Source: an optimization exercise on an open RTL-to-GDS flow (aim: small area, a short achievable clock period and few clock cycles per item). Production flows keep margins and buffers that such runs may drop. No run shown here included a check of the RTL's function; only the layout flow was run. Power is estimated from default activity; no workload was simulated.

===== config.mk =====
export PLATFORM = sky130hd
export DESIGN_NAME = systolic_dct_1d_param
export DESIGN_NICKNAME = systolic_dct_1d_param
export VERILOG_FILES = /design/flow/design.v
export SDC_FILE = /design/flow/constraint.sdc
export NUM_CORES = 4
export LEC_CHECK = 0
export CAP_MARGIN = 20
export CORE_MARGIN = 2
export CORE_UTILIZATION = 40
export SLEW_MARGIN = 20
export SYNTH_HIERARCHICAL = 1

===== constraint.sdc =====
create_clock -name core_clock -period 10.0 [get_ports {clk}]
set_input_delay 2.0000 -clock core_clock [delete_from_list [all_inputs] [get_ports {clk}]]
set_output_delay 2.0000 -clock core_clock [all_outputs]
set_load 0.01 [all_outputs]

===== design.v =====
module systolic_dct_1d_param #(
    parameter int N         = 8,
    parameter int DATA_W    = 16,
    parameter int COEF_W    = 16,
    parameter int FRAC_BITS = 14,
    parameter int ACC_W     = DATA_W + COEF_W + $clog2(N),
    parameter int OUT_W     = 32
) (
    input  logic                      clk,
    input  logic                      rst,
    input  logic signed [DATA_W-1:0]  in_data,
    input  logic                      in_valid,
    output logic                      in_ready,
    input  logic                      coef_we,
    input  logic [$clog2(N*N)-1:0]    coef_addr,
    input  logic signed [COEF_W-1:0]  coef_wdata,
    output logic [N*OUT_W-1:0]        out_data,
    output logic                      out_valid,
    input  logic                      out_ready,
    output logic                      done,
    output logic                      busy
);
    localparam int AW = 35;                  
    localparam int YW = AW - FRAC_BITS;      
    localparam logic [AW-1:0] INIT = 35'h555582000;
    logic [2:0]          cnt;
    logic                accept;
    logic                v1;
    logic [2:0]          n1;
    logic [7:0]          n1oh;
    logic [15:0]         x1;
    logic                vb;
    logic [2:0]          nb;
    logic [7:0]          nboh;
    logic [15:0]         xb;
    logic                rst_r, wq_v;
    logic [5:0]          wq_a;
    logic [15:0]         wq_d;
    logic [10:0]         ys    [8];
    logic [10:0]         ys_nx [8];
    logic                v2, last2;
    logic [3:0]          first2;      
    logic [3:0]          b_first;
    logic [3:0][7:0]     one2;
    logic [3:0][7:0]     two2;
    logic [3:0][7:0]     neg2;
    logic [15:0]         cr   [8];
    logic [AW-1:0]       acc_s [8];
    logic [AW-1:0]       acc_c [8];
    logic [AW-1:0]       as_in [8];
    logic [AW-1:0]       ac_in [8];
    logic [AW-1:0]       s_nx  [8];
    logic [AW-1:0]       c_nx  [8];
    logic [YW-1:0]       y     [8];
    logic [YW-1:0]       y_nx  [8];
    logic                full_acc, transfer;
    logic [15:0]         coef [64];
    logic [63:0]         wen;
    logic [15:0]         wdata_q;
    logic [3:0][7:0]     b_one;
    logic [3:0][7:0]     b_two;
    logic [3:0][7:0]     b_neg;
    logic [2:0] cnt_nx;
    logic       full_nx, ov_nx, last1_nx, infl_nx;
    assign accept   = in_valid && in_ready;
    assign transfer = full_acc && !out_valid;
    always_comb begin
        cnt_nx   = accept ? cnt + 3'd1 : cnt;
        last1_nx = accept && cnt == 3'd7;
        full_nx  = last2 || (full_acc && !transfer);
        ov_nx    = transfer || (out_valid && !out_ready);
        infl_nx  = last1_nx || (v1 && n1 == 3'd7) || (vb && nb == 3'd7) || full_nx;
    end
    always_ff @(posedge clk) begin
        if (rst) begin
            cnt      <= '0;
            v1       <= 1'b0;
            vb       <= 1'b0;
            v2       <= 1'b0;
            first2   <= '0;
            last2    <= 1'b0;
            full_acc <= 1'b0;
            out_valid <= 1'b0;
            done     <= 1'b0;
            busy     <= 1'b0;
            in_ready <= 1'b1;
        end else begin
            cnt      <= cnt_nx;
            v1       <= accept;
            vb       <= v1;
            v2       <= vb;
            first2   <= b_first;
            last2    <= vb && nb == 3'd7;
            full_acc <= full_nx;
            done     <= transfer;
            out_valid <= ov_nx;
            busy     <= (cnt_nx != 3'd0) || infl_nx;
            in_ready <= (cnt_nx != 3'd0) || !ov_nx || !infl_nx;
        end
    end
    for (genvar g = 0; g < 4; g++) begin : g_enc
        dct_booth_enc u_enc (.x(xb), .v(vb), .n(nb), .one(b_one[g]), .two(b_two[g]), .neg(b_neg[g]),
                             .first(b_first[g]));
    end
    always_ff @(posedge clk) begin
        x1   <= in_data;
        n1   <= cnt;
        for (int n = 0; n < 8; n++) n1oh[n] <= (cnt == 3'(n));
        xb   <= x1;
        nb   <= n1;
        nboh <= n1oh;
        one2 <= b_one;
        two2 <= b_two;
        neg2 <= b_neg;
        for (int k = 0; k < 8; k++) begin
            cr[k] <= '0;
            for (int n = 0; n < 8; n++) if (nboh[n]) cr[k] <= coef[k*8 + n];
        end
    end
    always_ff @(posedge clk) begin
        rst_r <= rst;
        wq_v  <= !rst && coef_we && !busy;
        wq_a  <= coef_addr;
        wq_d  <= coef_wdata;
    end
    assign wdata_q = wq_d & {16{~rst_r}};
    always_comb begin
        for (int i = 0; i < 64; i++) wen[i] = rst_r || (wq_v && wq_a == 6'(i));
    end
    always_ff @(posedge clk) begin
        for (int i = 0; i < 64; i++) if (wen[i]) coef[i] <= wdata_q;
    end
    for (genvar k = 0; k < 8; k++) begin : g_mac
        assign as_in[k] = first2[k/2] ? INIT : acc_s[k];
        assign ac_in[k] = first2[k/2] ? '0 : acc_c[k];
        dct_mac_tree u_tree (
            .c(cr[k]), .one(one2[k/2]), .two(two2[k/2]), .neg(neg2[k/2]), .val(v2),
            .as_i(as_in[k]), .ac_i(ac_in[k]), .s_o(s_nx[k]), .c_o(c_nx[k])
        );
        always_ff @(posedge clk) begin
            acc_s[k] <= s_nx[k];
            acc_c[k] <= c_nx[k];
        end
        dct_cpa u_cpa (.a(acc_s[k]), .b(acc_c[k]), .y(y_nx[k]), .ys(ys_nx[k]));
        always_ff @(posedge clk) begin
            if (transfer) begin
                y[k]  <= y_nx[k];
                ys[k] <= ys_nx[k];
            end
        end
        assign out_data[k*OUT_W +: OUT_W] = {ys[k], y[k]};
    end
endmodule
module dct_mac_tree (
    input  logic [15:0]   c,
    input  logic [7:0]    one,
    input  logic [7:0]    two,
    input  logic [7:0]    neg,
    input  logic          val,
    input  logic [34:0]   as_i,
    input  logic [34:0]   ac_i,
    output logic [34:0]   s_o,
    output logic [34:0]   c_o
);
    logic [16:0] cx;
    logic [7:0]  e;
    logic [16:0] r0;
    logic [16:0] r1;
    logic [16:0] r2;
    logic [16:0] r3;
    logic [16:0] r4;
    logic [16:0] r5;
    logic [16:0] r6;
    logic [16:0] r7;
    assign cx = {c[15], c};
    assign r0 = (({17{one[0]}} & cx) | ({17{two[0]}} & {cx[15:0], 1'b0})) ^ {17{neg[0]}};
    assign e[0] = val & ~r0[16];
    assign r1 = (({17{one[1]}} & cx) | ({17{two[1]}} & {cx[15:0], 1'b0})) ^ {17{neg[1]}};
    assign e[1] = val & ~r1[16];
    assign r2 = (({17{one[2]}} & cx) | ({17{two[2]}} & {cx[15:0], 1'b0})) ^ {17{neg[2]}};
    assign e[2] = val & ~r2[16];
    assign r3 = (({17{one[3]}} & cx) | ({17{two[3]}} & {cx[15:0], 1'b0})) ^ {17{neg[3]}};
    assign e[3] = val & ~r3[16];
    assign r4 = (({17{one[4]}} & cx) | ({17{two[4]}} & {cx[15:0], 1'b0})) ^ {17{neg[4]}};
    assign e[4] = val & ~r4[16];
    assign r5 = (({17{one[5]}} & cx) | ({17{two[5]}} & {cx[15:0], 1'b0})) ^ {17{neg[5]}};
    assign e[5] = val & ~r5[16];
    assign r6 = (({17{one[6]}} & cx) | ({17{two[6]}} & {cx[15:0], 1'b0})) ^ {17{neg[6]}};
    assign e[6] = val & ~r6[16];
    assign r7 = (({17{one[7]}} & cx) | ({17{two[7]}} & {cx[15:0], 1'b0})) ^ {17{neg[7]}};
    assign e[7] = val & ~r7[16];
    wire fs0, fc0, fs1, fc1, fs2, fc2, fs3, fc3, fs4, fc4, fs5, fc5, fs6, fc6, fs7, fc7, fs8, fc8, fs9, fc9, fs10, fc10, fs11, fc11, fs12, fc12, fs13, fc13, fs14, fc14, fs15, fc15, fs16, fc16, fs17, fc17, fs18, fc18, fs19, fc19, fs20, fc20, fs21, fc21, fs22, fc22, fs23, fc23, fs24, fc24, fs25, fc25, fs26, fc26, fs27, fc27, fs28, fc28, fs29, fc29, fs30, fc30, fs31, fc31, fs32, fc32, fs33, fc33, fs34, fc34, fs35, fc35, fs36, fc36, fs37, fc37, fs38, fc38, fs39, fc39, fs40, fc40, fs41, fc41, fs42, fc42, fs43, fc43, fs44, fc44, fs45, fc45, fs46, fc46, fs47, fc47, fs48, fc48, fs49, fc49, fs50, fc50, fs51, fc51, fs52, fc52, fs53, fc53, fs54, fc54, fs55, fc55, fs56, fc56, fs57, fc57, fs58, fc58, fs59, fc59, fs60, fc60, fs61, fc61, fs62, fc62, fs63, fc63, fs64, fc64, fs65, fc65, fs66, fc66, fs67, fc67, fs68, fc68, fs69, fc69, fs70, fc70, fs71, fc71, fs72, fc72, fs73, fc73, fs74, fc74, fs75, fc75, fs76, fc76, fs77, fc77, fs78, fc78, fs79, fc79, fs80, fc80, fs81, fc81, fs82, fc82, fs83, fc83, fs84, fc84, fs85, fc85, fs86, fc86, fs87, fc87, fs88, fc88, fs89, fc89, fs90, fc90, fs91, fc91, fs92, fc92, fs93, fc93, fs94, fc94, fs95, fc95, fs96, fc96, fs97, fc97, fs98, fc98, fs99, fc99, fs100, fc100, fs101, fc101, fs102, fc102, fs103, fc103, fs104, fc104, fs105, fc105, fs106, fc106, fs107, fc107, fs108, fc108, fs109, fc109, fs110, fc110, fs111, fc111, fs112, fc112, fs113, fc113, fs114, fc114, fs115, fc115, fs116, fc116, fs117, fc117, fs118, fc118, fs119, fc119, fs120, fc120, fs121, fc121, fs122, fc122, fs123, fc123, fs124, fc124, fs125, fc125, fs126, fc126, fs127, fc127, fs128, fc128, fs129, fc129, fs130, fc130, fs131, fc131, fs132, fc132, fs133, fc133, fs134, fc134, fs135, fc135, fs136, fc136, fs137, fc137, fs138, fc138, fs139, fc139, fs140, fc140, fs141, fc141, fs142, fc142;
    wire hs0, hc0, hs1, hc1, hs2, hc2, hs3, hc3, hs4, hc4, hs5, hc5, hs6, hc6, hs7, hc7, hs8, hc8, hs9, hc9, hs10, hc10, hs11, hc11, hs12, hc12, hs13, hc13, hs14, hc14, hs15, hc15, hs16, hc16, hs17, hc17, hs18, hc18, hs19, hc19, hs20, hc20, hs21, hc21, hs22, hc22, hs23, hc23, hs24, hc24, hs25, hc25, hs26, hc26, hs27, hc27;
    dct_ha u_hs0 (.a(neg[6]), .b(ac_i[12]), .s(hs0), .co(hc0));
    dct_ha u_hs1 (.a(ac_i[13]), .b(as_i[13]), .s(hs1), .co(hc1));
    dct_fa u_fs0 (.a(neg[7]), .b(ac_i[14]), .c(as_i[14]), .s(fs0), .co(fc0));
    dct_ha u_hs2 (.a(r0[14]), .b(r1[12]), .s(hs2), .co(hc2));
    dct_fa u_fs1 (.a(ac_i[15]), .b(as_i[15]), .c(r0[15]), .s(fs1), .co(fc1));
    dct_ha u_hs3 (.a(r1[13]), .b(r2[11]), .s(hs3), .co(hc3));
    dct_fa u_fs2 (.a(ac_i[16]), .b(as_i[16]), .c(r1[14]), .s(fs2), .co(fc2));
    dct_ha u_hs4 (.a(r2[12]), .b(r3[10]), .s(hs4), .co(hc4));
    dct_fa u_fs3 (.a(ac_i[17]), .b(as_i[17]), .c(r1[15]), .s(fs3), .co(fc3));
    dct_ha u_hs5 (.a(ac_i[18]), .b(as_i[18]), .s(hs5), .co(hc5));
    dct_ha u_hs6 (.a(neg[3]), .b(ac_i[6]), .s(hs6), .co(hc6));
    dct_ha u_hs7 (.a(ac_i[7]), .b(as_i[7]), .s(hs7), .co(hc7));
    dct_fa u_fs4 (.a(neg[4]), .b(ac_i[8]), .c(as_i[8]), .s(fs4), .co(fc4));
    dct_ha u_hs8 (.a(r0[8]), .b(r1[6]), .s(hs8), .co(hc8));
    dct_fa u_fs5 (.a(ac_i[9]), .b(as_i[9]), .c(r0[9]), .s(fs5), .co(fc5));
    dct_ha u_hs9 (.a(r1[7]), .b(r2[5]), .s(hs9), .co(hc9));
    dct_fa u_fs6 (.a(neg[5]), .b(ac_i[10]), .c(as_i[10]), .s(fs6), .co(fc6));
    dct_fa u_fs7 (.a(r0[10]), .b(r1[8]), .c(r2[6]), .s(fs7), .co(fc7));
    dct_ha u_hs10 (.a(r3[4]), .b(r4[2]), .s(hs10), .co(hc10));
    dct_fa u_fs8 (.a(ac_i[11]), .b(as_i[11]), .c(r0[11]), .s(fs8), .co(fc8));
    dct_fa u_fs9 (.a(r1[9]), .b(r2[7]), .c(r3[5]), .s(fs9), .co(fc9));
    dct_ha u_hs11 (.a(r4[3]), .b(r5[1]), .s(hs11), .co(hc11));
    dct_fa u_fs10 (.a(as_i[12]), .b(r0[12]), .c(r1[10]), .s(fs10), .co(fc10));
    dct_fa u_fs11 (.a(r2[8]), .b(r3[6]), .c(r4[4]), .s(fs11), .co(fc11));
    dct_fa u_fs12 (.a(r5[2]), .b(r6[0]), .c(hs0), .s(fs12), .co(fc12));
    dct_fa u_fs13 (.a(r0[13]), .b(r1[11]), .c(r2[9]), .s(fs13), .co(fc13));
    dct_fa u_fs14 (.a(r3[7]), .b(r4[5]), .c(r5[3]), .s(fs14), .co(fc14));
    dct_fa u_fs15 (.a(r6[1]), .b(hc0), .c(hs1), .s(fs15), .co(fc15));
    dct_fa u_fs16 (.a(r2[10]), .b(r3[8]), .c(r4[6]), .s(fs16), .co(fc16));
    dct_fa u_fs17 (.a(r5[4]), .b(r6[2]), .c(r7[0]), .s(fs17), .co(fc17));
    dct_fa u_fs18 (.a(hc1), .b(hs2), .c(fs0), .s(fs18), .co(fc18));
    dct_fa u_fs19 (.a(r3[9]), .b(r4[7]), .c(r5[5]), .s(fs19), .co(fc19));
    dct_fa u_fs20 (.a(r6[3]), .b(r7[1]), .c(hc2), .s(fs20), .co(fc20));
    dct_fa u_fs21 (.a(hs3), .b(fc0), .c(fs1), .s(fs21), .co(fc21));
    dct_fa u_fs22 (.a(r4[8]), .b(r5[6]), .c(r6[4]), .s(fs22), .co(fc22));
    dct_fa u_fs23 (.a(r7[2]), .b(e[0]), .c(hc3), .s(fs23), .co(fc23));
    dct_fa u_fs24 (.a(hs4), .b(fc1), .c(fs2), .s(fs24), .co(fc24));
    dct_fa u_fs25 (.a(r2[13]), .b(r3[11]), .c(r4[9]), .s(fs25), .co(fc25));
    dct_fa u_fs26 (.a(r5[7]), .b(r6[5]), .c(r7[3]), .s(fs26), .co(fc26));
    dct_fa u_fs27 (.a(hc4), .b(fc2), .c(fs3), .s(fs27), .co(fc27));
    dct_fa u_fs28 (.a(r2[14]), .b(r3[12]), .c(r4[10]), .s(fs28), .co(fc28));
    dct_fa u_fs29 (.a(r5[8]), .b(r6[6]), .c(r7[4]), .s(fs29), .co(fc29));
    dct_fa u_fs30 (.a(e[1]), .b(hs5), .c(fc3), .s(fs30), .co(fc30));
    dct_fa u_fs31 (.a(ac_i[19]), .b(as_i[19]), .c(r2[15]), .s(fs31), .co(fc31));
    dct_fa u_fs32 (.a(r3[13]), .b(r4[11]), .c(r5[9]), .s(fs32), .co(fc32));
    dct_fa u_fs33 (.a(r6[7]), .b(r7[5]), .c(hc5), .s(fs33), .co(fc33));
    dct_fa u_fs34 (.a(ac_i[20]), .b(as_i[20]), .c(r3[14]), .s(fs34), .co(fc34));
    dct_fa u_fs35 (.a(r4[12]), .b(r5[10]), .c(r6[8]), .s(fs35), .co(fc35));
    dct_ha u_hs12 (.a(r7[6]), .b(e[2]), .s(hs12), .co(hc12));
    dct_fa u_fs36 (.a(ac_i[21]), .b(as_i[21]), .c(r3[15]), .s(fs36), .co(fc36));
    dct_fa u_fs37 (.a(r4[13]), .b(r5[11]), .c(r6[9]), .s(fs37), .co(fc37));
    dct_fa u_fs38 (.a(ac_i[22]), .b(as_i[22]), .c(r4[14]), .s(fs38), .co(fc38));
    dct_ha u_hs13 (.a(r5[12]), .b(r6[10]), .s(hs13), .co(hc13));
    dct_fa u_fs39 (.a(ac_i[23]), .b(as_i[23]), .c(r4[15]), .s(fs39), .co(fc39));
    dct_ha u_hs14 (.a(ac_i[24]), .b(as_i[24]), .s(hs14), .co(hc14));
    dct_ha u_hs15 (.a(neg[1]), .b(ac_i[2]), .s(hs15), .co(hc15));
    dct_ha u_hs16 (.a(ac_i[3]), .b(as_i[3]), .s(hs16), .co(hc16));
    dct_fa u_fs40 (.a(neg[2]), .b(ac_i[4]), .c(as_i[4]), .s(fs40), .co(fc40));
    dct_ha u_hs17 (.a(r0[4]), .b(r1[2]), .s(hs17), .co(hc17));
    dct_fa u_fs41 (.a(ac_i[5]), .b(as_i[5]), .c(r0[5]), .s(fs41), .co(fc41));
    dct_ha u_hs18 (.a(r1[3]), .b(r2[1]), .s(hs18), .co(hc18));
    dct_fa u_fs42 (.a(as_i[6]), .b(r0[6]), .c(r1[4]), .s(fs42), .co(fc42));
    dct_fa u_fs43 (.a(r2[2]), .b(r3[0]), .c(hs6), .s(fs43), .co(fc43));
    dct_fa u_fs44 (.a(r0[7]), .b(r1[5]), .c(r2[3]), .s(fs44), .co(fc44));
    dct_fa u_fs45 (.a(r3[1]), .b(hc6), .c(hs7), .s(fs45), .co(fc45));
    dct_fa u_fs46 (.a(r2[4]), .b(r3[2]), .c(r4[0]), .s(fs46), .co(fc46));
    dct_fa u_fs47 (.a(hc7), .b(hs8), .c(fs4), .s(fs47), .co(fc47));
    dct_fa u_fs48 (.a(r3[3]), .b(r4[1]), .c(hc8), .s(fs48), .co(fc48));
    dct_fa u_fs49 (.a(hs9), .b(fc4), .c(fs5), .s(fs49), .co(fc49));
    dct_fa u_fs50 (.a(r5[0]), .b(hc9), .c(hs10), .s(fs50), .co(fc50));
    dct_fa u_fs51 (.a(fc5), .b(fs6), .c(fs7), .s(fs51), .co(fc51));
    dct_fa u_fs52 (.a(hc10), .b(hs11), .c(fc6), .s(fs52), .co(fc52));
    dct_fa u_fs53 (.a(fc7), .b(fs8), .c(fs9), .s(fs53), .co(fc53));
    dct_fa u_fs54 (.a(hc11), .b(fc8), .c(fc9), .s(fs54), .co(fc54));
    dct_fa u_fs55 (.a(fs10), .b(fs11), .c(fs12), .s(fs55), .co(fc55));
    dct_fa u_fs56 (.a(fc10), .b(fc11), .c(fs13), .s(fs56), .co(fc56));
    dct_fa u_fs57 (.a(fs14), .b(fc12), .c(fs15), .s(fs57), .co(fc57));
    dct_fa u_fs58 (.a(fc13), .b(fc14), .c(fs16), .s(fs58), .co(fc58));
    dct_fa u_fs59 (.a(fs17), .b(fc15), .c(fs18), .s(fs59), .co(fc59));
    dct_fa u_fs60 (.a(fc16), .b(fc17), .c(fs19), .s(fs60), .co(fc60));
    dct_fa u_fs61 (.a(fs20), .b(fc18), .c(fs21), .s(fs61), .co(fc61));
    dct_fa u_fs62 (.a(fc19), .b(fs22), .c(fc20), .s(fs62), .co(fc62));
    dct_fa u_fs63 (.a(fs23), .b(fc21), .c(fs24), .s(fs63), .co(fc63));
    dct_fa u_fs64 (.a(fc22), .b(fs25), .c(fs26), .s(fs64), .co(fc64));
    dct_fa u_fs65 (.a(fc23), .b(fc24), .c(fs27), .s(fs65), .co(fc65));
    dct_fa u_fs66 (.a(fc25), .b(fc26), .c(fs28), .s(fs66), .co(fc66));
    dct_fa u_fs67 (.a(fs29), .b(fc27), .c(fs30), .s(fs67), .co(fc67));
    dct_fa u_fs68 (.a(fc28), .b(fc29), .c(fs31), .s(fs68), .co(fc68));
    dct_fa u_fs69 (.a(fs32), .b(fs33), .c(fc30), .s(fs69), .co(fc69));
    dct_fa u_fs70 (.a(hs12), .b(fc31), .c(fc32), .s(fs70), .co(fc70));
    dct_fa u_fs71 (.a(fs34), .b(fs35), .c(fc33), .s(fs71), .co(fc71));
    dct_fa u_fs72 (.a(r7[7]), .b(hc12), .c(fc34), .s(fs72), .co(fc72));
    dct_fa u_fs73 (.a(fc35), .b(fs36), .c(fs37), .s(fs73), .co(fc73));
    dct_fa u_fs74 (.a(r7[8]), .b(e[3]), .c(hs13), .s(fs74), .co(fc74));
    dct_fa u_fs75 (.a(fc36), .b(fc37), .c(fs38), .s(fs75), .co(fc75));
    dct_fa u_fs76 (.a(r5[13]), .b(r6[11]), .c(r7[9]), .s(fs76), .co(fc76));
    dct_fa u_fs77 (.a(hc13), .b(fc38), .c(fs39), .s(fs77), .co(fc77));
    dct_fa u_fs78 (.a(r5[14]), .b(r6[12]), .c(r7[10]), .s(fs78), .co(fc78));
    dct_fa u_fs79 (.a(e[4]), .b(hs14), .c(fc39), .s(fs79), .co(fc79));
    dct_fa u_fs80 (.a(ac_i[25]), .b(as_i[25]), .c(r5[15]), .s(fs80), .co(fc80));
    dct_fa u_fs81 (.a(r6[13]), .b(r7[11]), .c(hc14), .s(fs81), .co(fc81));
    dct_fa u_fs82 (.a(ac_i[26]), .b(as_i[26]), .c(r6[14]), .s(fs82), .co(fc82));
    dct_ha u_hs19 (.a(r7[12]), .b(e[5]), .s(hs19), .co(hc19));
    dct_fa u_fs83 (.a(ac_i[27]), .b(as_i[27]), .c(r6[15]), .s(fs83), .co(fc83));
    dct_ha u_hs20 (.a(ac_i[28]), .b(as_i[28]), .s(hs20), .co(hc20));
    dct_ha u_hs21 (.a(neg[0]), .b(ac_i[0]), .s(hs21), .co(hc21));
    dct_ha u_hs22 (.a(ac_i[1]), .b(as_i[1]), .s(hs22), .co(hc22));
    dct_fa u_fs84 (.a(as_i[2]), .b(r0[2]), .c(r1[0]), .s(fs84), .co(fc84));
    dct_fa u_fs85 (.a(r0[3]), .b(r1[1]), .c(hc15), .s(fs85), .co(fc85));
    dct_fa u_fs86 (.a(r2[0]), .b(hc16), .c(hs17), .s(fs86), .co(fc86));
    dct_fa u_fs87 (.a(hc17), .b(hs18), .c(fc40), .s(fs87), .co(fc87));
    dct_fa u_fs88 (.a(hc18), .b(fc41), .c(fs42), .s(fs88), .co(fc88));
    dct_fa u_fs89 (.a(fc42), .b(fs44), .c(fc43), .s(fs89), .co(fc89));
    dct_fa u_fs90 (.a(fc44), .b(fs46), .c(fc45), .s(fs90), .co(fc90));
    dct_fa u_fs91 (.a(fc46), .b(fs48), .c(fc47), .s(fs91), .co(fc91));
    dct_fa u_fs92 (.a(fc48), .b(fs50), .c(fc49), .s(fs92), .co(fc92));
    dct_fa u_fs93 (.a(fc50), .b(fs52), .c(fc51), .s(fs93), .co(fc93));
    dct_fa u_fs94 (.a(fc52), .b(fc53), .c(fs54), .s(fs94), .co(fc94));
    dct_fa u_fs95 (.a(fc54), .b(fs56), .c(fc55), .s(fs95), .co(fc95));
    dct_fa u_fs96 (.a(fc56), .b(fs58), .c(fc57), .s(fs96), .co(fc96));
    dct_fa u_fs97 (.a(fc58), .b(fs60), .c(fc59), .s(fs97), .co(fc97));
    dct_fa u_fs98 (.a(fc60), .b(fs62), .c(fc61), .s(fs98), .co(fc98));
    dct_fa u_fs99 (.a(fc62), .b(fs64), .c(fc63), .s(fs99), .co(fc99));
    dct_fa u_fs100 (.a(fc64), .b(fs66), .c(fc65), .s(fs100), .co(fc100));
    dct_fa u_fs101 (.a(fc66), .b(fs68), .c(fc67), .s(fs101), .co(fc101));
    dct_fa u_fs102 (.a(fc68), .b(fs70), .c(fs71), .s(fs102), .co(fc102));
    dct_fa u_fs103 (.a(fc70), .b(fs72), .c(fc71), .s(fs103), .co(fc103));
    dct_fa u_fs104 (.a(fs74), .b(fc72), .c(fc73), .s(fs104), .co(fc104));
    dct_fa u_fs105 (.a(fs76), .b(fc74), .c(fc75), .s(fs105), .co(fc105));
    dct_fa u_fs106 (.a(fc76), .b(fs78), .c(fc77), .s(fs106), .co(fc106));
    dct_fa u_fs107 (.a(fc78), .b(fs80), .c(fs81), .s(fs107), .co(fc107));
    dct_fa u_fs108 (.a(hs19), .b(fc80), .c(fs82), .s(fs108), .co(fc108));
    dct_fa u_fs109 (.a(r7[13]), .b(hc19), .c(fc82), .s(fs109), .co(fc109));
    dct_fa u_fs110 (.a(r7[14]), .b(e[6]), .c(hs20), .s(fs110), .co(fc110));
    dct_fa u_fs111 (.a(ac_i[29]), .b(as_i[29]), .c(r7[15]), .s(fs111), .co(fc111));
    dct_ha u_hs23 (.a(ac_i[30]), .b(as_i[30]), .s(hs23), .co(hc23));
    dct_ha u_hs24 (.a(as_i[0]), .b(r0[0]), .s(hs24), .co(hc24));
    dct_fa u_fs112 (.a(r0[1]), .b(hc21), .c(hs22), .s(fs112), .co(fc112));
    dct_fa u_fs113 (.a(hc22), .b(hs15), .c(fs84), .s(fs113), .co(fc113));
    dct_fa u_fs114 (.a(hs16), .b(fc84), .c(fs85), .s(fs114), .co(fc114));
    dct_fa u_fs115 (.a(fs40), .b(fc85), .c(fs86), .s(fs115), .co(fc115));
    dct_fa u_fs116 (.a(fs41), .b(fc86), .c(fs87), .s(fs116), .co(fc116));
    dct_fa u_fs117 (.a(fs43), .b(fc87), .c(fs88), .s(fs117), .co(fc117));
    dct_fa u_fs118 (.a(fs45), .b(fc88), .c(fs89), .s(fs118), .co(fc118));
    dct_fa u_fs119 (.a(fs47), .b(fc89), .c(fs90), .s(fs119), .co(fc119));
    dct_fa u_fs120 (.a(fc90), .b(fs49), .c(fs91), .s(fs120), .co(fc120));
    dct_fa u_fs121 (.a(fs51), .b(fc91), .c(fs92), .s(fs121), .co(fc121));
    dct_fa u_fs122 (.a(fs53), .b(fc92), .c(fs93), .s(fs122), .co(fc122));
    dct_fa u_fs123 (.a(fs55), .b(fc93), .c(fs94), .s(fs123), .co(fc123));
    dct_fa u_fs124 (.a(fs57), .b(fc94), .c(fs95), .s(fs124), .co(fc124));
    dct_fa u_fs125 (.a(fs59), .b(fc95), .c(fs96), .s(fs125), .co(fc125));
    dct_fa u_fs126 (.a(fc96), .b(fs61), .c(fs97), .s(fs126), .co(fc126));
    dct_fa u_fs127 (.a(fs63), .b(fc97), .c(fs98), .s(fs127), .co(fc127));
    dct_fa u_fs128 (.a(fs65), .b(fc98), .c(fs99), .s(fs128), .co(fc128));
    dct_fa u_fs129 (.a(fs67), .b(fc99), .c(fs100), .s(fs129), .co(fc129));
    dct_fa u_fs130 (.a(fs69), .b(fc100), .c(fs101), .s(fs130), .co(fc130));
    dct_fa u_fs131 (.a(fc69), .b(fs102), .c(fc101), .s(fs131), .co(fc131));
    dct_fa u_fs132 (.a(fs73), .b(fc102), .c(fs103), .s(fs132), .co(fc132));
    dct_fa u_fs133 (.a(fs75), .b(fc103), .c(fs104), .s(fs133), .co(fc133));
    dct_fa u_fs134 (.a(fs77), .b(fc104), .c(fs105), .s(fs134), .co(fc134));
    dct_fa u_fs135 (.a(fs79), .b(fc105), .c(fs106), .s(fs135), .co(fc135));
    dct_fa u_fs136 (.a(fc79), .b(fs107), .c(fc106), .s(fs136), .co(fc136));
    dct_fa u_fs137 (.a(fc81), .b(fs108), .c(fc107), .s(fs137), .co(fc137));
    dct_fa u_fs138 (.a(fs83), .b(fc108), .c(fs109), .s(fs138), .co(fc138));
    dct_fa u_fs139 (.a(fc83), .b(fs110), .c(fc109), .s(fs139), .co(fc139));
    dct_fa u_fs140 (.a(hc20), .b(fs111), .c(fc110), .s(fs140), .co(fc140));
    dct_fa u_fs141 (.a(e[7]), .b(hs23), .c(fc111), .s(fs141), .co(fc141));
    dct_fa u_fs142 (.a(ac_i[31]), .b(as_i[31]), .c(hc23), .s(fs142), .co(fc142));
    dct_ha u_hs25 (.a(ac_i[32]), .b(as_i[32]), .s(hs25), .co(hc25));
    dct_ha u_hs26 (.a(ac_i[33]), .b(as_i[33]), .s(hs26), .co(hc26));
    dct_ha u_hs27 (.a(ac_i[34]), .b(as_i[34]), .s(hs27), .co(hc27));
    assign s_o[0] = hs21;
    assign c_o[0] = hs24;
    assign s_o[1] = hc24;
    assign c_o[1] = fs112;
    assign s_o[2] = fc112;
    assign c_o[2] = fs113;
    assign s_o[3] = fc113;
    assign c_o[3] = fs114;
    assign s_o[4] = fc114;
    assign c_o[4] = fs115;
    assign s_o[5] = fc115;
    assign c_o[5] = fs116;
    assign s_o[6] = fc116;
    assign c_o[6] = fs117;
    assign s_o[7] = fc117;
    assign c_o[7] = fs118;
    assign s_o[8] = fc118;
    assign c_o[8] = fs119;
    assign s_o[9] = fc119;
    assign c_o[9] = fs120;
    assign s_o[10] = fc120;
    assign c_o[10] = fs121;
    assign s_o[11] = fc121;
    assign c_o[11] = fs122;
    assign s_o[12] = fc122;
    assign c_o[12] = fs123;
    assign s_o[13] = fc123;
    assign c_o[13] = fs124;
    assign s_o[14] = fc124;
    assign c_o[14] = fs125;
    assign s_o[15] = fc125;
    assign c_o[15] = fs126;
    assign s_o[16] = fc126;
    assign c_o[16] = fs127;
    assign s_o[17] = fc127;
    assign c_o[17] = fs128;
    assign s_o[18] = fc128;
    assign c_o[18] = fs129;
    assign s_o[19] = fc129;
    assign c_o[19] = fs130;
    assign s_o[20] = fc130;
    assign c_o[20] = fs131;
    assign s_o[21] = fs132;
    assign c_o[21] = fc131;
    assign s_o[22] = fc132;
    assign c_o[22] = fs133;
    assign s_o[23] = fc133;
    assign c_o[23] = fs134;
    assign s_o[24] = fc134;
    assign c_o[24] = fs135;
    assign s_o[25] = fc135;
    assign c_o[25] = fs136;
    assign s_o[26] = fs137;
    assign c_o[26] = fc136;
    assign s_o[27] = fs138;
    assign c_o[27] = fc137;
    assign s_o[28] = fc138;
    assign c_o[28] = fs139;
    assign s_o[29] = fs140;
    assign c_o[29] = fc139;
    assign s_o[30] = fs141;
    assign c_o[30] = fc140;
    assign s_o[31] = fs142;
    assign c_o[31] = fc141;
    assign s_o[32] = hs25;
    assign c_o[32] = fc142;
    assign s_o[33] = hc25;
    assign c_o[33] = hs26;
    assign s_o[34] = hc26;
    assign c_o[34] = hs27;
endmodule
module dct_fa (input logic a, input logic b, input logic c, output logic s, output logic co);
    assign s  = a ^ b ^ c;
    assign co = (a & b) | (a & c) | (b & c);
endmodule
module dct_ha (input logic a, input logic b, output logic s, output logic co);
    assign s  = a ^ b;
    assign co = a & b;
endmodule
module dct_cpa (
    input  logic [34:0] a,
    input  logic [34:0] b,
    output logic [20:0] y,
    output logic [10:0] ys
);
    wire [34:0] g = a & b;
    wire [34:0] p = a ^ b;
    wire gg0 = g[1] | (p[1] & g[0]);
    wire pp0 = p[1] & p[0];
    wire gg1 = g[3] | (p[3] & g[2]);
    wire pp1 = p[3] & p[2];
    wire gg2 = g[5] | (p[5] & g[4]);
    wire pp2 = p[5] & p[4];
    wire gg3 = g[7] | (p[7] & g[6]);
    wire pp3 = p[7] & p[6];
    wire gg4 = g[9] | (p[9] & g[8]);
    wire pp4 = p[9] & p[8];
    wire gg5 = g[11] | (p[11] & g[10]);
    wire pp5 = p[11] & p[10];
    wire gg6 = g[13] | (p[13] & g[12]);
    wire pp6 = p[13] & p[12];
    wire gg7 = g[15] | (p[15] & g[14]);
    wire pp7 = p[15] & p[14];
    wire gg8 = g[17] | (p[17] & g[16]);
    wire pp8 = p[17] & p[16];
    wire gg9 = g[19] | (p[19] & g[18]);
    wire pp9 = p[19] & p[18];
    wire gg10 = g[21] | (p[21] & g[20]);
    wire pp10 = p[21] & p[20];
    wire gg11 = g[23] | (p[23] & g[22]);
    wire pp11 = p[23] & p[22];
    wire gg12 = g[25] | (p[25] & g[24]);
    wire pp12 = p[25] & p[24];
    wire gg13 = g[27] | (p[27] & g[26]);
    wire pp13 = p[27] & p[26];
    wire gg14 = g[29] | (p[29] & g[28]);
    wire pp14 = p[29] & p[28];
    wire gg15 = g[31] | (p[31] & g[30]);
    wire pp15 = p[31] & p[30];
    wire gg16 = g[33] | (p[33] & g[32]);
    wire pp16 = p[33] & p[32];
    wire gg17 = gg1 | (pp1 & gg0);
    wire pp17 = pp1 & pp0;
    wire gg18 = gg3 | (pp3 & gg2);
    wire pp18 = pp3 & pp2;
    wire gg19 = gg5 | (pp5 & gg4);
    wire pp19 = pp5 & pp4;
    wire gg20 = gg7 | (pp7 & gg6);
    wire pp20 = pp7 & pp6;
    wire gg21 = gg9 | (pp9 & gg8);
    wire pp21 = pp9 & pp8;
    wire gg22 = gg11 | (pp11 & gg10);
    wire pp22 = pp11 & pp10;
    wire gg23 = gg13 | (pp13 & gg12);
    wire pp23 = pp13 & pp12;
    wire gg24 = gg15 | (pp15 & gg14);
    wire pp24 = pp15 & pp14;
    wire gg25 = gg18 | (pp18 & gg17);
    wire pp25 = pp18 & pp17;
    wire gg26 = gg20 | (pp20 & gg19);
    wire pp26 = pp20 & pp19;
    wire gg27 = gg22 | (pp22 & gg21);
    wire pp27 = pp22 & pp21;
    wire gg28 = gg24 | (pp24 & gg23);
    wire pp28 = pp24 & pp23;
    wire gg29 = gg26 | (pp26 & gg25);
    wire pp29 = pp26 & pp25;
    wire gg30 = gg28 | (pp28 & gg27);
    wire pp30 = pp28 & pp27;
    wire gg31 = gg30 | (pp30 & gg29);
    wire pp31 = pp30 & pp29;
    wire gg32 = gg27 | (pp27 & gg29);
    wire pp32 = pp27 & pp29;
    wire gg33 = gg19 | (pp19 & gg25);
    wire pp33 = pp19 & pp25;
    wire gg34 = gg21 | (pp21 & gg29);
    wire pp34 = pp21 & pp29;
    wire gg35 = gg23 | (pp23 & gg32);
    wire pp35 = pp23 & pp32;
    wire gg36 = gg2 | (pp2 & gg17);
    wire pp36 = pp2 & pp17;
    wire gg37 = gg4 | (pp4 & gg25);
    wire pp37 = pp4 & pp25;
    wire gg38 = gg6 | (pp6 & gg33);
    wire pp38 = pp6 & pp33;
    wire gg39 = gg8 | (pp8 & gg29);
    wire pp39 = pp8 & pp29;
    wire gg40 = gg10 | (pp10 & gg34);
    wire pp40 = pp10 & pp34;
    wire gg41 = gg12 | (pp12 & gg32);
    wire pp41 = pp12 & pp32;
    wire gg42 = gg14 | (pp14 & gg35);
    wire pp42 = pp14 & pp35;
    wire gg43 = gg16 | (pp16 & gg31);
    wire pp43 = pp16 & pp31;
    wire gg44 = g[2] | (p[2] & gg0);
    wire pp44 = p[2] & pp0;
    wire gg45 = g[4] | (p[4] & gg17);
    wire pp45 = p[4] & pp17;
    wire gg46 = g[6] | (p[6] & gg36);
    wire pp46 = p[6] & pp36;
    wire gg47 = g[8] | (p[8] & gg25);
    wire pp47 = p[8] & pp25;
    wire gg48 = g[10] | (p[10] & gg37);
    wire pp48 = p[10] & pp37;
    wire gg49 = g[12] | (p[12] & gg33);
    wire pp49 = p[12] & pp33;
    wire gg50 = g[14] | (p[14] & gg38);
    wire pp50 = p[14] & pp38;
    wire gg51 = g[16] | (p[16] & gg29);
    wire pp51 = p[16] & pp29;
    wire gg52 = g[18] | (p[18] & gg39);
    wire pp52 = p[18] & pp39;
    wire gg53 = g[20] | (p[20] & gg34);
    wire pp53 = p[20] & pp34;
    wire gg54 = g[22] | (p[22] & gg40);
    wire pp54 = p[22] & pp40;
    wire gg55 = g[24] | (p[24] & gg32);
    wire pp55 = p[24] & pp32;
    wire gg56 = g[26] | (p[26] & gg41);
    wire pp56 = p[26] & pp41;
    wire gg57 = g[28] | (p[28] & gg35);
    wire pp57 = p[28] & pp35;
    wire gg58 = g[30] | (p[30] & gg42);
    wire pp58 = p[30] & pp42;
    wire gg59 = g[32] | (p[32] & gg31);
    wire pp59 = p[32] & pp31;
    wire gg60 = g[34] | (p[34] & gg43);
    wire pp60 = p[34] & pp43;
    assign y[0] = p[14] ^ gg38;
    assign y[1] = p[15] ^ gg50;
    assign y[2] = p[16] ^ gg29;
    assign y[3] = p[17] ^ gg51;
    assign y[4] = p[18] ^ gg39;
    assign y[5] = p[19] ^ gg52;
    assign y[6] = p[20] ^ gg34;
    assign y[7] = p[21] ^ gg53;
    assign y[8] = p[22] ^ gg40;
    assign y[9] = p[23] ^ gg54;
    assign y[10] = p[24] ^ gg32;
    assign y[11] = p[25] ^ gg55;
    assign y[12] = p[26] ^ gg41;
    assign y[13] = p[27] ^ gg56;
    assign y[14] = p[28] ^ gg35;
    assign y[15] = p[29] ^ gg57;
    assign y[16] = p[30] ^ gg42;
    assign y[17] = p[31] ^ gg58;
    assign y[18] = p[32] ^ gg31;
    assign y[19] = p[33] ^ gg59;
    assign y[20] = p[34] ^ gg43;
    assign ys = {11{p[34] ^ gg43}};
endmodule
module dct_booth_enc (
    input  logic [15:0] x,
    input  logic        v,
    input  logic [2:0]  n,
    output logic [7:0]  one,
    output logic [7:0]  two,
    output logic [7:0]  neg,
    output logic        first
);
    assign first = v & (n == 3'd0);
    logic [16:0] xe;
    assign xe = {x, 1'b0};
    for (genvar j = 0; j < 8; j++) begin : g_d
        assign one[j] = v & (xe[2*j+1] ^ xe[2*j]);
        assign two[j] = v & ((xe[2*j+2] & ~xe[2*j+1] & ~xe[2*j]) | (~xe[2*j+2] & xe[2*j+1] & xe[2*j]));
        assign neg[j] = v & xe[2*j+2] & ~(xe[2*j+1] & xe[2*j]);
    end
endmodule

===== flow/run.sh =====
#!/bin/bash
# Layout flow: the standard flow (the standard.sh) with a larger setup repair margin and
# a clock tree built from larger sink clusters without dummy loads.
set -o pipefail
export SETUP_SLACK_MARGIN=6.5
export CTS_ARGS="-sink_clustering_enable -repair_clock_nets -sink_clustering_size 25 -sink_clustering_max_diameter 80 -dont_use_dummy_load"
bash standard.sh synth > synth.log 2>&1 || exit 1
bash standard.sh finish > finish.log 2>&1 || exit 1

===== standard.sh =====
#!/bin/bash
# synth_recipe.tcl (not shown) runs the flow's synth.tcl, then flattens the netlist and writes it again
# the make line also repeats each setting of config.mk as NAME=value (left out here)
make -C /OpenROAD-flow-scripts/flow DESIGN_CONFIG=/design/flow/config.mk WORK_HOME=/design/flow/orfs CLKGATE_MAP_FILE= SYNTH_SCRIPT=/design/flow/synth_recipe.tcl "${@:-finish}"

==> results.toml, run 1 <==
[sta]
final_hold_viol_count = 0
drv_slew = 0
fmax_mhz = 289
tightest_slew_ns = 1.19
finClkSkew_ns = 0.132
rsz0062_at_grt = "true"
fin_setup_tns_ns = 0
min_period_ns = 3.47
slew-limit-headroom_pct = 20.3
setup_viol = 0
period_share_pct = 34.7

[critical_path]
crit_start = "in_ready$_SDFF_PP1_"
crit_chain = "buf_6"
worstPathRequired_ns = 8.00
reg2reg_from = "cr[3][12]$_DFF_P_"
crit_type = "flip-flop to output pin"
end_kind = "output pin"
worstPathBufferInverterCount = 1
max_stage_delay_ns = 0.44
cp.arrival_ns = 1.47
ff2ff_setup_slack_ns = 6.57
cp-start-kind = "flip-flop"
cp_max_fo = 3
cp_slowest_cell = "dfxtp_4"
cp_top_family = "flip-flops"

[run_status]
outcome = "timing/DRC/antenna clean"

[synth]
netlist_instances = 10300
synthFlopType = "edfxtp_1"
synth_enable_flop_cells = 1280
synth_top_family_by_area = "adder cells"
synth_seq_cells = 2158
synth-compound-area-share_pct = 13.2
syn_area_mm2 = 0.135
synth_fp_nets = 12000
yosysWarnings = 27
synth_xor_area_share_pct = 7.24
postSynthAreaPerCell_um2 = 13.1
seq_area_frac_synth_pct = 41.6
async_flop_share_pct = 0
yosys.cell_types.count = 66
synthSimpleGateAreaFrac_pct = 5.84
synthAdderAreaFrac_pct = 23.0
muxShareOfSynthArea_pct = 0.475

[drt]
routed_via_density = 5.68
ant_nets = 0
routedWlPerCell_um = 25.5
routed_wl_um = 356000
drc = 0
dr_total_vias = 79200
first_pass_iters = 6
drtIter0Drc = 7105

[finish]
fin_util_pct = 41.0
drive_above_1_share_pct = 14.1
fin_area_mm2 = 0.138
seq_area_mm2 = 0.0564
final_common_cell = "edfxtp_1"
n_fill_cell = 30900
stdcell_count = 14000
area_delta_synth_final_pct = 2.39
layout_common_cells = "1280 x edfxtp_1, 1222 x fa_1, 1038 x xnor2_1, 806 x a22oi_1, 681 x dfxtp_1"
num-nets-final = 11200
multi_input_area_mm2 = 0.0674

[clock_tree]
cts_tree = "yes"
numCtsBuffers = 152
clk_path_buf_depth = 4
h-tree-depth = 4
clkTransAtPathRegs_ns = 0.09
clk_latency_ns = 0.94
clkSinkCount = 2158
clockRootBuffer = "clkbuf_16"

[global_routing]
grt_pass1_vias = 84900
grt_pass1_wl_um = 536000
grt_max_degree = 207
grt_util_all_layers_pct = 20.4
antenna_found_initial = 7
overflow = 0

[placed_design]
dp_hpwl_um = 216000
place.gp.congestion = 0.833
dp.cells = 13800
placed_area_mm2 = 0.134
port_buffers = 302

[floorplanning]
rows = 213
die-area_mm2 = 0.341
die_width_um = 584
core_mm2 = 0.336
pin_count = 303
start_util_pct = 40.1
dieHeight_um = 584

[min_path]
hold_class = "flip-flop to flip-flop"
worstHoldStart = "n1oh[2]$_DFF_P_"

[power_and_ir_drop]
power_density_mw_per_mm2 = 210
p_total_mw = 28.9
power.leakage_nw = 52.6
peakVddDrop_mv = 0.140

[run]
drv_cap = 0
==> Yosys stat by module, one instance, submodules excluded <==
module / cell area, um^2 / flip-flops and latches
dct_fa: 20.0 / 0
systolic_dct_1d_param: 68300 / 2158
dct_booth_enc: 412 / 0
dct_ha: 12.5 / 0
dct_cpa: 1270 / 0
dct_mac_tree: 3610 / 0
==> flip-flops by register name, summed over array words and instances (netlist names), 4 cells and up <==
name	cells
acc_c	280
acc_s	280
coef	1024
cr	128
first2	4
n1oh	8
nboh	8
neg2	32
one2	32
two2	32
wq_a	6
wq_d	16
x1	16
xb	16
y	168
ys	88
==> power by group <==
part           switching (mW)  internal, mW
Clock                    3.05          2.69
Combinational            5.63          4.70
Sequential               1.61          11.3
Total                    10.3          18.6
==> routing by layer <==
layer | up-vias | global-route usage [%] | part of all wire, % | wire length (um)
li1 | 34100 | - | - | -
met1 | 41500 | 27.3 | 42 | 149000
met2 | 3031 | 33.8 | 48 | 171000
met3 | 566 | 3.56 | 7.3 | 26200
met4 | 6 | 6.31 | 2.9 | 10300
met5 | - | 0 | 0.013 | 47
==> synthesized netlist by cell type (all sizes together), types with 9 or more instances <==
cell,n,area (um^2)
nor2b,517,3230
edfxtp,1280,38400
nand3b,9,67.6
nand2b,113,707
mux2i,64,641
o211ai,16,120
o21ai,149,791
a211oi,25,188
ha,522,6530
nor3,30,150
nor2,94,355
nand2,352,1350
fa,1224,24500
and3,17,106
nand3,50,250
o221a,127,1430
inv,75,282
a21oi,228,1200
or2,85,532
o221ai,128,1120
xnor2,1041,9120
a221oi,129,1130
o21a,24,180
o21bai,28,210
buf,1186,9710
clkbuf,304,1640
nand4,20,125
o22ai,127,795
xor2,72,631
and2,60,385
a21o,84,631
nand4bb,28,315
a22oi,1087,9530
nor4,9,106
dfxtp,878,17600
==> final timing paths <==
kind                               end  cells after the start
hold reg to reg        nboh[2]$_DFF_P_                      0
setup / recovery              in_ready                      1
hold / removal         nboh[2]$_DFF_P_                      0
setup reg to reg  acc_c[3][17]$_DFF_P_                      7
==> area by class of cell <==
type,instances,area share (%)
inverters,75,0.215
well taps,4515,4.10
diodes,9,0.0163
clock buffers,152,2.76
multi-input cells,6528,48.8
repair buffers,518,3.19
flip-flops and latches,2158,40.9
==> through the flow <==
| step | hold slack (ns) | worst slack (ns) |
|---|---|---|
| after floorplan | 0.310 | 5.42 |
| after CTS | 0.310 | 6.45 |
| after detailed placement | 0.312 | 5.71 |
| after global placement | 0.311 | 5.77 |
| final | 0.314 | 6.53 |
| after global routing | 0.314 | 6.47 |
==> cells by family (layout without fill, tap and decap cells) <==
logic type / Yosys count / count (layout)
AO/OA/AOI/OAI: 2202 / 2202
XOR/XNOR: 1113 / 1113
adder cells (fa/ha/maj): 1746 / 1746
buffers and inverters: 1565 / 745
flip-flops: 2158 / 2158
multiplexers: 64 / 64
other: 0 / 9
AND/OR/NAND/NOR: 1403 / 1403
==> repair_timing <==
action / 4_1_cts / 5_1_grt
hold buffers: 0 / 0
endpoints found under the setup margin: 526 / 129
buffers inserted: 12 / 15
pin swaps: 0 / 9
gates cloned: 1 / 15
gates resized for setup: 1197 / 187
==> inputs of run 2 (changes only) <==
--- a/design.v
+++ b/design.v
@@ -41,4 +41,4 @@
     logic                v2, last2;
-    logic [3:0]          first2;      
-    logic [3:0]          b_first;
+    logic [7:0]          first2;      
+    logic [7:0]          b_first;
     logic [3:0][7:0]     one2;
@@ -102,3 +102,3 @@
         dct_booth_enc u_enc (.x(xb), .v(vb), .n(nb), .one(b_one[g]), .two(b_two[g]), .neg(b_neg[g]),
-                             .first(b_first[g]));
+                             .first(b_first[2*g+1:2*g]));
     end
@@ -133,4 +133,4 @@
     for (genvar k = 0; k < 8; k++) begin : g_mac
-        assign as_in[k] = first2[k/2] ? INIT : acc_s[k];
-        assign ac_in[k] = first2[k/2] ? '0 : acc_c[k];
+        assign as_in[k] = first2[k] ? INIT : acc_s[k];
+        assign ac_in[k] = first2[k] ? '0 : acc_c[k];
         dct_mac_tree u_tree (
@@ -603,5 +603,5 @@
     output logic [7:0]  neg,
-    output logic        first
+    output logic [1:0]  first
 );
-    assign first = v & (n == 3'd0);
+    assign first = {2{v & (n == 3'd0)}};
     logic [16:0] xe;
==> run 2 against run 1 <==
Power grew 0.45%. Setup slack lost 0.19 ns. Register-to-register slack lost 0.04 ns. Sequential share of layout area is essentially flat. Flip-flop and latch count grew 4. Clock power is essentially flat. Die area grew 0.13%. Worst hold slack gained 0.013 ns. Clock skew shrank 0.010 ns. Combinational power is essentially flat.
==> results.toml, run 2 <==
[run_status]
outcome = "timing/DRC/antenna clean"

[sta]
min_period_ns = 3.65
whs_ns = 0.327
drv_slew = 0
setup_viol = 0
slew-limit-headroom_pct = 22.6
fin_ws_ns = 6.35
finClkSkew_ns = 0.122
fmax_mhz = 274
period_share_pct = 36.5
rsz0062_at_grt = "true"
fin_setup_tns_ns = 0
final_hold_viol_count = 0
tightest_slew_ns = 1.15

[global_routing]
antenna_found_initial = 20
grt_max_degree = 129
grt_pass1_vias = 85700
overflow = 0
grt_util_all_layers_pct = 21.1
grt_pass1_wl_um = 551000

[drt]
first_pass_iters = 6
routed_wl_um = 365000
ant_nets = 0
drc = 0
drtIter0Drc = 6982
dr_total_vias = 79200
routedWlPerCell_um = 26.1
routed_via_density = 5.67

[finish]
final_common_cell = "edfxtp_1"
num-nets-final = 11200
drive_above_1_share_pct = 13.9
largest_register_ffs = 1024
top_register = "coef"
area_delta_synth_final_pct = 2.24
fin_util_pct = 41.0
reg_top3 = "coef (1024), acc_c (280), acc_s (280)"
layout_common_cells = "1280 x edfxtp_1, 1223 x fa_1, 1040 x xnor2_1, 802 x a22oi_1, 686 x dfxtp_1"

[synth]
yosysWarnings = 27
synthMostInstantiatedCell = "edfxtp_1"
synth_seq_cells = 2162
synth_top_area_share_pct = 28.5
synth_area_leaders = "edfxtp_1 28%, fa_1 18%, dfxtp_1 13%"
netlist_instances = 10300
yosys.cell_types.count = 65
syn_area_mm2 = 0.135
synth_fp_nets = 12000
synthFlopType = "edfxtp_1"
async_flop_share_pct = 0
seq_area_frac_synth_pct = 41.6
postSynthAreaPerCell_um2 = 13.1
yosys.area.top_type = "edfxtp_1"
synth_common_cells = "1280 x edfxtp_1, 1224 x fa_1, 1041 x xnor2_1"
synth_enable_flop_cells = 1280

[critical_path]
crit_chain = "buf_6"
cp_max_fo = 1
cp_slowest_cell = "edfxtp_1"
crit_type = "flip-flop to output pin"
reg2reg_from = "cr[1][4]$_DFF_P_"
path_depth = 1
ff2ff_setup_slack_ns = 6.53
crit_start = "y[4][9]$_DFFE_PP_"
end_kind = "output pin"
worstPathBufferInverterCount = 1
worstPathRequired_ns = 8.00
cp.arrival_ns = 1.65
crit_end = "out_data[137]"
max_stage_delay_ns = 0.57
r2r_end = "acc_c[1][14]$_DFF_P_"
reg2reg_depth = 6
cp_top_family = "flip-flops"
cp-start-kind = "flip-flop"

[power_and_ir_drop]
power.leakage_nw = 52.5
power_density_mw_per_mm2 = 211
peakVddDrop_mv = 0.128

[placed_design]
place.gp.congestion = 0.827
dpl_worst_slack_ns = 6.01
port_buffers = 302
dp_hpwl_um = 226000

[clock_tree]
h-tree-depth = 4
clkTransAtPathRegs_ns = 0.07
clockRootBuffer = "clkbuf_16"
cts_tree = "yes"
clk_path_buf_depth = 4
numCtsBuffers = 153
clk_latency_ns = 0.90
clkSinkCount = 2162
ctsHoldBuffers = 0

[min_path]
hold_class = "flip-flop to flip-flop"
min_path_cells = 0
worstHoldStart = "x1[3]$_DFF_P_"

[floorplanning]
start_util_pct = 40.1
rows = 213
die-area_mm2 = 0.342
die_width_um = 585
pin_count = 303
core_mm2 = 0.336
dieHeight_um = 585

[run]
drv_cap = 0
## run 2: how the worst min path moves through the flow
stage | endpoint | slack [ns]
floorplan | nboh[0]$_DFF_P_ | 0.31
global placement | nboh[0]$_DFF_P_ | 0.31
detailed placement | xb[3]$_DFF_P_ | 0.32
CTS | xb[3]$_DFF_P_ | 0.33
global route | xb[3]$_DFF_P_ | 0.33
finish | xb[3]$_DFF_P_ | 0.33
## run 2: through the flow
stage	instance area [um^2]	std cells	total power, mW
floorplan	135000	10300	23.6
global placement	134000	13800	23.0
detailed placement	134000	13800	23.4
CTS	137000	13900	29.4
global route	138000	14000	31.3
finish	138000	14000	29.1
## run 2: kinds of logic after synthesis
logic type      Yosys count  share of synthesized area, %
compound gates         2202                          13.2
flops                  2162                          41.6
fa+ha+maj              1746                          23.0
buf+inv                1566                          8.64
simple gates           1407                          5.85
xor+xnor               1113                          7.23
mux                      64                         0.475
## run 2: Yosys stat by module (local to each module, per instance)
module                 cells inside  flops+latches  copies in the design  cell area (um^2)
systolic_dct_1d_param          4048           2162                     1             68500
dct_booth_enc                    57              0                     4               419
dct_fa                            1              0                  1144              20.0
dct_mac_tree                    430              0                     8              3610
dct_cpa                         147              0                     8              1270
dct_ha                            1              0                   224              12.5
## run 2: final cells by class
| cell class | instances | area, um^2 |
|---|---|---|
| fillers | 30900 | 198000 |
| multi-input cells | 6533 | 67500 |
| flip-flops and latches | 2162 | 56500 |
| well taps | 4515 | 5650 |
| repair buffers | 504 | 4210 |
| clock buffers | 153 | 3830 |
| inverters | 75 | 290 |
| diodes | 21 | 52.6 |
## run 2: power breakdown
| part | switching, mW | leakage [nW] | internal (mW) | total [mW] |
|---|---|---|---|---|
| logic | 5.68 | 30.3 | 4.69 | 10.4 |
| registers | 1.65 | 20.3 | 11.3 | 12.9 |
| clock network | 3.06 | 1.89 | 2.71 | 5.77 |
## run 2: what timing repair did
action	CTS	global route
gates resized for setup	1217	162
setup buffers	4	12
gates cloned	1	6
setup endpoints to repair	568	173
pin swaps	1	8
## run 2: routing by layer
layer / wire length (um) / global-route usage, %
met1: 151000 / 28.0
met2: 175000 / 35.0
met5: 85 / 0
met4: 12800 / 7.46
met3: 26300 / 3.30
==> inputs of run 3 (changes only) <==
--- a/flow/run.sh
+++ b/flow/run.sh
@@ -4,3 +4,3 @@
 set -o pipefail
-export SETUP_SLACK_MARGIN=6.5
+export SETUP_SLACK_MARGIN=6.6
 export CTS_ARGS="-sink_clustering_enable -repair_clock_nets -sink_clustering_size 25 -sink_clustering_max_diameter 80 -dont_use_dummy_load"
==> run 3 against run 2 <==
Count of clock-buffer cells in the layout stayed put. First-iteration DRC count up 3.7%. Die area did not move. Critical path type unchanged. Wire length rose by 1.8%. Sequential share of layout area fell by 0.34 points. Sequential power about the same. Power is 0.40% higher. Maximum frequency shrank 0.61%. Largest cell class unchanged.
==> results.toml, run 3 <==
[run_status]
outcome = "timing/DRC/antenna clean"

[critical_path]
end_kind = "output pin"
worstPathRequired_ns = 8.00
crit_chain = "buf_6"
r2r_end = "acc_c[2][16]$_DFF_P_"
ff2ff_setup_slack_ns = 6.59
reg2reg_from = "one2[8]$_DFF_P_"
cp_slowest_cell = "edfxtp_1"
worstPathBufferInverterCount = 1
path_depth = 1
crit_end = "out_data[137]"
cp-start-kind = "flip-flop"
crit_start = "y[4][9]$_DFFE_PP_"
max_stage_delay_ns = 0.59
reg2reg_depth = 9
crit_type = "flip-flop to output pin"
cp_max_fo = 1
cp_top_family = "flip-flops"
cp.arrival_ns = 1.68

[synth]
synth_common_cells = "1280 x edfxtp_1, 1224 x fa_1, 1041 x xnor2_1"
synth_top_area_share_pct = 28.5
yosys.area.top_type = "edfxtp_1"
netlist_instances = 10300
synth_enable_flop_cells = 1280
postSynthAreaPerCell_um2 = 13.1
synthMostInstantiatedCell = "edfxtp_1"
synth_area_leaders = "edfxtp_1 28%, fa_1 18%, dfxtp_1 13%"
synth_fp_nets = 12000
seq_area_frac_synth_pct = 41.6
async_flop_share_pct = 0
yosysWarnings = 27
syn_area_mm2 = 0.135
synth_seq_cells = 2162
synthFlopType = "edfxtp_1"
yosys.cell_types.count = 65

[global_routing]
grt_max_degree = 129
grt_util_all_layers_pct = 21.3
antenna_found_initial = 20
grt_pass1_vias = 85900
grt_pass1_wl_um = 553000
overflow = 0

[finish]
n_fill_cell = 30700
layout_common_cells = "1280 x edfxtp_1, 1211 x fa_1, 1033 x xnor2_1, 789 x a22oi_1, 666 x dfxtp_1"
stdcell_count = 14000
largest_register_ffs = 1024
multi_input_area_mm2 = 0.0676
num-nets-final = 11300
drive_above_1_share_pct = 15.2
seq_area_mm2 = 0.0566
final_common_cell = "edfxtp_1"
top_register = "coef"
area_delta_synth_final_pct = 3.34
reg_top3 = "coef (1024), acc_c (280), acc_s (280)"

[sta]
fin_ws_ns = 6.32
min_period_ns = 3.68
fin_setup_tns_ns = 0
setup_viol = 0
whs_ns = 0.327
slew-limit-headroom_pct = 23.0
fmax_mhz = 272
finClkSkew_ns = 0.129
tightest_slew_ns = 1.15
rsz0062_at_grt = "true"
drv_slew = 0
final_hold_viol_count = 0
period_share_pct = 36.8

[power_and_ir_drop]
peakVddDrop_mv = 0.127
power.leakage_nw = 53.1
power_density_mw_per_mm2 = 209

[drt]
routed_via_density = 5.70
ant_nets = 0
wl_met1_um = 153000
wl_met3_um = 28300
drtIter0Drc = 7243
wl_met2_um = 177000
routed_wl_um = 372000
routedWlPerCell_um = 26.5
top_layer = "met5"
first_pass_iters = 6
dr_total_vias = 80000
drc = 0

[floorplanning]
core_mm2 = 0.336
die_width_um = 585
pin_count = 303
dieHeight_um = 585
die-area_mm2 = 0.342
start_util_pct = 40.1
rows = 213

[placed_design]
place.gp.congestion = 0.827
dp_hpwl_um = 226000
dpl_worst_slack_ns = 6.01
dp.cells = 13800
port_buffers = 302

[clock_tree]
clk_latency_ns = 0.91
clockRootBuffer = "clkbuf_16"
clkSinkCount = 2162
h-tree-depth = 4
clk_path_buf_depth = 4
numCtsBuffers = 153
cts_tree = "yes"
clkTransAtPathRegs_ns = 0.07

[min_path]
hold_class = "flip-flop to flip-flop"

[run]
drv_cap = 0
## run 3: worst min-delay path by stage
stage / depth (start not counted) / end / from / slack [ns]
global route: 0 / xb[3]$_DFF_P_ / x1[3]$_DFF_P_ / 0.33
detailed placement: 0 / xb[3]$_DFF_P_ / x1[3]$_DFF_P_ / 0.32
finish: 0 / xb[3]$_DFF_P_ / x1[3]$_DFF_P_ / 0.33
floorplan: 0 / nboh[0]$_DFF_P_ / n1oh[0]$_DFF_P_ / 0.31
global placement: 0 / nboh[0]$_DFF_P_ / n1oh[0]$_DFF_P_ / 0.31
CTS: 0 / xb[3]$_DFF_P_ / x1[3]$_DFF_P_ / 0.33
## run 3: what timing repair did
action,4_1_cts,5_1_grt
gates cloned,8,19
endpoints found under the setup margin,649,363
pin swaps,7,34
hold buffers,0,0
gates resized for setup,1392,204
buffers inserted,13,47
## run 3: modules after synthesis, one instance, submodules excluded
module                 area [um^2]  copies in the design
systolic_dct_1d_param        68500                     1
dct_fa                        20.0                  1144
dct_ha                        12.5                   224
dct_booth_enc                  419                     4
dct_cpa                       1270                     8
dct_mac_tree                  3610                     8
## run 3: layout make-up
class / instances / share of cell area (%)
antenna: 15 / 0.0269
clock buffer: 153 / 2.75
inverter: 75 / 0.208
multi-input combinational: 6533 / 48.5
sequential: 2162 / 40.6
tap: 4515 / 4.05
timing repair buffer: 568 / 3.88
## run 3: cell families (layout without fill, tap and decap cells)
logic type / Yosys count / in the layout / synth area share (%)
AOI/OAI and AO/OA: 2202 / 2202 / 13.2
DFF: 2162 / 2162 / 41.6
adders and majority gates: 1746 / 1746 / 23.0
buffers and inverters: 1566 / 796 / 8.64
and+or+nand+nor: 1407 / 1408 / 5.85
xor gates and xnor gates: 1113 / 1113 / 7.23
muxes: 64 / 64 / 0.475
other: 0 / 15 / 0
## run 3: layer usage
layer	global-route usage (%)	vias up
met4	7.55	10
li1	-	34300
met2	35.2	3336
met1	28.2	41700
met3	3.38	604
met5	0	-
## run 3: power by group
part,leakage (nW),total [mW],switching (mW),internal [mW]
logic,31.0,10.5,5.72,4.77
registers,20.3,12.9,1.64,11.3
clock network,1.89,5.77,3.06,2.71
## run 3: per-stage QoR
step / power (mW) / utilization [%] / area (um^2)
3_3_place_gp: 23.0 / 39.8 / 134000
3_5_place_dp: 23.4 / 39.8 / 134000
4_1_cts: 29.5 / 41.0 / 138000
5_1_grt: 31.4 / 41.5 / 139000
2_1_floorplan: 23.6 / - / 135000
6_report: 29.2 / 41.5 / 139000

afterwards: timing with drivers on the ports:
How much do the figures lean on ideal ports? The routed layouts below were timed once more, with nothing changed but the port constraints. Step 1, drivers: a clkbuf_16 drives clk and a buf_2 each remaining input, both assumed. Step 2 also shifts input and output timing later by t, the mid clock arrival at the registers, as if the neighbouring blocks saw the same clock. Three values: ideal, step 1, step 2; two values: the first two.
run | t, ns | slack for setup (ns) | pins driven straight from the clock port
run 1 | 0.968 | 6.535 / 6.433 / 6.202 | 1
run 2 | 0.941 | 6.347 / 6.249 / 6.288 | 1
run 3 | 0.944 | 6.324 / 6.227 / 6.273 | 1
After both steps every run listed still meets setup and hold. For run 1, which loses most, drivers alone change the setup slack by -0.102 ns; drivers and shift together by -0.333 ns.
